What follows belongs to an exercise in optimizing a design on an open flow for small area; a production flow would make more cautious choices.
In this exercise RTL edits were held to simulation tests only and were not proved equivalent to the original.
Power is estimated from default activity; no workload was simulated.

==> 12-13: inputs <==
Design reg_file, start of the top module:
module reg_file #(
    parameter int DATA_W   = mips_pkg::DATA_W,
    parameter int ADDR_W   = mips_pkg::ADDR_W,
    parameter bit ZERO_REG = 1'b1
) (
    input  logic              clock,
    input  logic              reset,
    input  logic              RegWrite,
    input  logic [ADDR_W-1:0] ReadReg1,
    input  logic [ADDR_W-1:0] ReadReg2,
    input  logic [ADDR_W-1:0] WriteReg,
    input  logic [DATA_W-1:0] WriteData,
    output logic [DATA_W-1:0] ReadData1,
    output logic [DATA_W-1:0] ReadData2
);
==> module reg_file, before the edit <==
module reg_file #(
    parameter int DATA_W   = mips_pkg::DATA_W,
    parameter int ADDR_W   = mips_pkg::ADDR_W,
    parameter bit ZERO_REG = 1'b1
) (
    input  logic              clock,
    input  logic              reset,
    input  logic              RegWrite,
    input  logic [ADDR_W-1:0] ReadReg1,
    input  logic [ADDR_W-1:0] ReadReg2,
    input  logic [ADDR_W-1:0] WriteReg,
    input  logic [DATA_W-1:0] WriteData,
    output logic [DATA_W-1:0] ReadData1,
    output logic [DATA_W-1:0] ReadData2
);
    localparam int DEPTH = 2 ** ADDR_W;
    localparam logic [ADDR_W-1:0] ZERO_IDX = ADDR_W'(mips_pkg::REG_ZERO);
    logic [DEPTH-1:0][DATA_W-1:0] regs_r;
    logic [ADDR_W-1:0] readIdx_s [2];
    logic [DATA_W-1:0] readData_s [2];
    logic              writeEn_s;
    always_comb begin
        writeEn_s = 1'b0;
        if (ZERO_REG && (WriteReg == ZERO_IDX)) begin
            writeEn_s = 1'b0;
        end else begin
            writeEn_s = RegWrite;
        end
    end
    always_ff @(posedge clock) begin
        if (reset) begin
            for (int i = 0; i < DEPTH; i++) begin
                regs_r[i] <= '0;
            end
        end else if (writeEn_s) begin
            regs_r[WriteReg] <= WriteData;
        end
    end
    assign readIdx_s[0] = ReadReg1;
    assign readIdx_s[1] = ReadReg2;
    for (genvar p = 0; p < 2; p++) begin : g_readPort
        always_comb begin
            readData_s[p] = '0;
            if (ZERO_REG && (readIdx_s[p] == ZERO_IDX)) begin
                readData_s[p] = '0;
            end else begin
                readData_s[p] = regs_r[readIdx_s[p]];
            end
        end
    end
    assign ReadData1 = readData_s[0];
    assign ReadData2 = readData_s[1];
endmodule
clock: 6.5 ns
lec_check: 0
cap_margin: 20
core_margin: 2
core_utilization: 40
slew_margin: 20
run.sh (not shown) runs the stock make flow with config.mk's settings and CLKGATE_MAP_FILE= SYNTH_SCRIPT=/design/flow/synth_recipe.tcl, a recipe that flattens the netlist after the stock synthesis.
==> inputs of 12-18, as changes to 12-13 <==
==> flow/design.v (replaced) <==
package mips_pkg;
    localparam int DATA_W   = 32;
    localparam int ADDR_W   = 5;
    localparam int NUM_REGS = 32;
    localparam logic [4:0] REG_ZERO = 5'd0;
endpackage : mips_pkg
module rf_hold (
    input  logic we,
    input  logic wen,
    input  logic wd,
    input  logic q,
    output logic d
);
    assign d = (we & wd) | (wen & q);
endmodule
module rf_aoi3 (
    input  logic [2:0] s,
    input  logic [2:0] x,
    output logic       yn
);
    assign yn = ~(|(s & x));
endmodule
module reg_file #(
    parameter int DATA_W   = mips_pkg::DATA_W,
    parameter int ADDR_W   = mips_pkg::ADDR_W,
    parameter bit ZERO_REG = 1'b1
) (
    input  logic              clock,
    input  logic              reset,
    input  logic              RegWrite,
    input  logic [ADDR_W-1:0] ReadReg1,
    input  logic [ADDR_W-1:0] ReadReg2,
    input  logic [ADDR_W-1:0] WriteReg,
    input  logic [DATA_W-1:0] WriteData,
    output logic [DATA_W-1:0] ReadData1,
    output logic [DATA_W-1:0] ReadData2
);
    localparam int DEPTH  = 2 ** ADDR_W;
    localparam int NGRP3  = 10;
    localparam int NGRP   = 11;
    logic [DEPTH-1:1][DATA_W-1:0] regs_r;
    logic [DEPTH-1:1][DATA_W-1:0] next_s;
    logic [DEPTH-1:1] we_s;
    logic [DEPTH-1:1] wen_s;
    logic [DEPTH-1:0] rsel_s [2];
    logic [NGRP-1:0]  grpn_s [2][DATA_W];
    for (genvar i = 1; i < DEPTH; i++) begin : g_row
        logic hit;
        assign hit      = RegWrite && (WriteReg == ADDR_W'(i));
        assign we_s[i]  = ~reset & hit;
        assign wen_s[i] = ~reset & ~hit;
        for (genvar b = 0; b < DATA_W; b++) begin : g_bit
            rf_hold u_hold (
                .we (we_s[i]),
                .wen(wen_s[i]),
                .wd (WriteData[b]),
                .q  (regs_r[i][b]),
                .d  (next_s[i][b])
            );
        end
        always_ff @(posedge clock) begin
            regs_r[i] <= next_s[i];
        end
    end
    for (genvar p = 0; p < 2; p++) begin : g_port
        logic [ADDR_W-1:0] ra;
        assign ra = (p == 0) ? ReadReg1 : ReadReg2;
        for (genvar i = 0; i < DEPTH; i++) begin : g_dec
            assign rsel_s[p][i] = (i != 0) && (ra == ADDR_W'(i));
        end
        for (genvar b = 0; b < DATA_W; b++) begin : g_bit
            for (genvar g = 0; g < NGRP3; g++) begin : g_g3
                rf_aoi3 u_aoi (
                    .s ({rsel_s[p][3*g+3], rsel_s[p][3*g+2], rsel_s[p][3*g+1]}),
                    .x ({regs_r[3*g+3][b], regs_r[3*g+2][b], regs_r[3*g+1][b]}),
                    .yn(grpn_s[p][b][g])
                );
            end
            assign grpn_s[p][b][NGRP3] = ~(rsel_s[p][DEPTH-1] & regs_r[DEPTH-1][b]);
        end
    end
    for (genvar b = 0; b < DATA_W; b++) begin : g_out
        assign ReadData1[b] = ~(&grpn_s[0][b]);
        assign ReadData2[b] = ~(&grpn_s[1][b]);
    end
endmodule
==> flow/flow/run.sh (new file) <==
#!/bin/bash
# Standard ORFS layout (standard.sh), with two changes: minimum-size port buffers, and a
# clock tree of clkbuf_16 trunk / clkbuf_8 leaf buffers without dummy loads.
set -euo pipefail
export BUFFER_PORTS_ARGS="-buffer_cell sky130_fd_sc_hd__buf_1"
export CTS_ARGS="-sink_clustering_enable -repair_clock_nets -dont_use_dummy_load -buf_list {sky130_fd_sc_hd__clkbuf_8 sky130_fd_sc_hd__clkbuf_16} -root_buf sky130_fd_sc_hd__clkbuf_16 -tree_buf sky130_fd_sc_hd__clkbuf_16 -sink_clustering_buffer sky130_fd_sc_hd__clkbuf_8 -sink_clustering_size 16 -sink_clustering_max_diameter 60"
bash standard.sh > standard.log 2>&1
==> flow/standard.sh (new file) <==
#!/bin/bash
# synth_recipe.tcl (not shown) runs the flow's synth.tcl, then flattens the netlist and writes it again
# the make line also repeats each setting of config.mk as NAME=value (left out here)
make -C /OpenROAD-flow-scripts/flow DESIGN_CONFIG=/design/flow/config.mk WORK_HOME=/design/flow/orfs CLKGATE_MAP_FILE= SYNTH_SCRIPT=/design/flow/synth_recipe.tcl "${@:-finish}"
--- a/flow/config.mk
+++ b/flow/config.mk
@@ -6,6 +6,7 @@
 export NUM_CORES = 4
 export LEC_CHECK = 0
-export CAP_MARGIN = 20
+export CAP_MARGIN = 10
 export CORE_MARGIN = 2
-export CORE_UTILIZATION = 40
-export SLEW_MARGIN = 20
+export CORE_UTILIZATION = 45
+export SLEW_MARGIN = 10
+export SYNTH_HIERARCHICAL = 1
removed: flow/run.sh
==> inputs of 10-23, as changes to 12-13 <==
==> flow/design.v (replaced) <==
package mips_pkg;
    localparam int DATA_W   = 32;
    localparam int ADDR_W   = 5;
    localparam int NUM_REGS = 32;
    localparam logic [4:0] REG_ZERO = 5'd0;
endpackage : mips_pkg
module rf_hold (
    input  logic we,
    input  logic wen,
    input  logic wd,
    input  logic q,
    output logic d
);
    assign d = (we & wd) | (wen & q);
endmodule
module rf_aoi3 (
    input  logic [2:0] s,
    input  logic [2:0] x,
    output logic       yn
);
    assign yn = ~(|(s & x));
endmodule
module reg_file #(
    parameter int DATA_W   = mips_pkg::DATA_W,
    parameter int ADDR_W   = mips_pkg::ADDR_W,
    parameter bit ZERO_REG = 1'b1
) (
    input  logic              clock,
    input  logic              reset,
    input  logic              RegWrite,
    input  logic [ADDR_W-1:0] ReadReg1,
    input  logic [ADDR_W-1:0] ReadReg2,
    input  logic [ADDR_W-1:0] WriteReg,
    input  logic [DATA_W-1:0] WriteData,
    output logic [DATA_W-1:0] ReadData1,
    output logic [DATA_W-1:0] ReadData2
);
    localparam int DEPTH  = 2 ** ADDR_W;
    localparam int NGRP3  = 10;
    localparam int NGRP   = 11;
    logic [DEPTH-1:1][DATA_W-1:0] regs_r;
    logic [DEPTH-1:1][DATA_W-1:0] next_s;
    logic [DEPTH-1:1] we_s;
    logic [DEPTH-1:1] wen_s;
    logic [DEPTH-1:0] rsel_s [2];
    logic [NGRP-1:0]  grpn_s [2][DATA_W];
    for (genvar i = 1; i < DEPTH; i++) begin : g_row
        logic hit;
        assign hit      = RegWrite && (WriteReg == ADDR_W'(i));
        assign we_s[i]  = ~reset & hit;
        assign wen_s[i] = ~reset & ~hit;
        for (genvar b = 0; b < DATA_W; b++) begin : g_bit
            rf_hold u_hold (
                .we (we_s[i]),
                .wen(wen_s[i]),
                .wd (WriteData[b]),
                .q  (regs_r[i][b]),
                .d  (next_s[i][b])
            );
        end
        always_ff @(posedge clock) begin
            regs_r[i] <= next_s[i];
        end
    end
    for (genvar p = 0; p < 2; p++) begin : g_port
        logic [ADDR_W-1:0] ra;
        assign ra = (p == 0) ? ReadReg1 : ReadReg2;
        for (genvar i = 0; i < DEPTH; i++) begin : g_dec
            assign rsel_s[p][i] = (i != 0) && (ra == ADDR_W'(i));
        end
        for (genvar b = 0; b < DATA_W; b++) begin : g_bit
            for (genvar g = 0; g < NGRP3; g++) begin : g_g3
                rf_aoi3 u_aoi (
                    .s ({rsel_s[p][3*g+3], rsel_s[p][3*g+2], rsel_s[p][3*g+1]}),
                    .x ({regs_r[3*g+3][b], regs_r[3*g+2][b], regs_r[3*g+1][b]}),
                    .yn(grpn_s[p][b][g])
                );
            end
            assign grpn_s[p][b][NGRP3] = ~(rsel_s[p][DEPTH-1] & regs_r[DEPTH-1][b]);
        end
    end
    for (genvar b = 0; b < DATA_W; b++) begin : g_out
        assign ReadData1[b] = ~(&grpn_s[0][b]);
        assign ReadData2[b] = ~(&grpn_s[1][b]);
    end
endmodule
--- a/flow/config.mk
+++ b/flow/config.mk
@@ -6,6 +6,10 @@
 export NUM_CORES = 4
 export LEC_CHECK = 0
-export CAP_MARGIN = 20
+export CAP_MARGIN = 10
 export CORE_MARGIN = 2
-export CORE_UTILIZATION = 40
-export SLEW_MARGIN = 20
+export CORE_UTILIZATION = 45
+export CTS_BUF_LIST = sky130_fd_sc_hd__clkbuf_16
+export CTS_CLUSTER_DIAMETER = 60
+export CTS_CLUSTER_SIZE = 20
+export SLEW_MARGIN = 10
+export SYNTH_HIERARCHICAL = 1
==> summary of the runs <==
Via count: 12-18 < 10-23 < 12-13.
Design area: 12-13 > 10-23 > 12-18.
Against 12-13, the critical path depth of 12-18 is lower by 1.
Non-clock buffer count: 10-23 is higher than 12-18 (31).
12-18 completed without violations. 10-23 passed the timing, DRC and antenna checks. 12-13 completed with no timing, DRC or antenna violations.
First-iteration DRC count, highest first: 12-18, 10-23, 12-13.
The highest count of clock-buffer cells in the layout belongs to 12-13, the lowest to 10-23.
Of 12-18 and 10-23, 10-23 has the higher power (gap 15%, measured against 10-23).
==> figures <==
	12-13	12-18	10-23
Result of the run	timing/DRC/antenna clean	timing/DRC/antenna clean	timing/DRC/antenna clean
Die Area	133000 sq um	86100 sq um	86100 sq um
Depth of the critical timing path with buffers and inverters included	8	7	8
Core Util, Final	45.5%	51.4%	54.4%
Post-synthesis sequential element count	1024	992	992
Comb. pwr	1.42 mW	0.681 mW	0.724 mW
Biggest fanout along the worst timing path	38	32	19
Layout cells sized above 1	16.0%	10.6%	12.4%
Adder-cell share of the synthesized area	0.0480%	0%	0%
Count of antenna diodes in the layout	0	8	1
Arrival time of the worst setup path	4.76 ns	4.42 ns	5.05 ns
Area share of the largest cell type after synthesis	39.3%	52.7%	52.7%
Mean instance size in the synthesized netlist	8.83 sq um	12.2 sq um	12.2 sq um
Clock buffer and inverter area fraction after layout	6.53%	2.87%	5.70%
Number of distinct library cells after synthesis	58	27	27

what the ideal ports hide:
Ports are ideal in the flow. The routed layouts listed here were re-timed in OpenROAD. Step 1, drivers: a clkbuf_16 drives clock and a buf_2 each remaining input, both assumed. Step 2 times the ports against the registers' clock, not the clock port: input delays grow and output delays shrink by t, the midpoint of the rising clock arrivals with the driver on. a / b / c = ideal ports / drivers / drivers and shift; a / b = the first two.
run | shift t [ns] | slack for setup (ns) | hold slack, ns | worst data-port slew with drivers (ns)
12-13 | 0.799 | 0.437 / 0.307 / 0.307 | 0.466 / 0.466 / 0.466 | 0.22
12-18 | 0.681 | 0.780 / 0.655 / 0.655 | 0.499 / 0.499 / 0.499 | 0.13
10-23 | 0.708 | 0.148 / 0.028 / 0.028 | 0.500 / 0.500 / 0.500 | 0.13
After both steps setup and hold are still met in every run listed. The setup slack of 12-13, which loses most, moves by -0.130 ns with the drivers and by -0.130 ns with both steps.
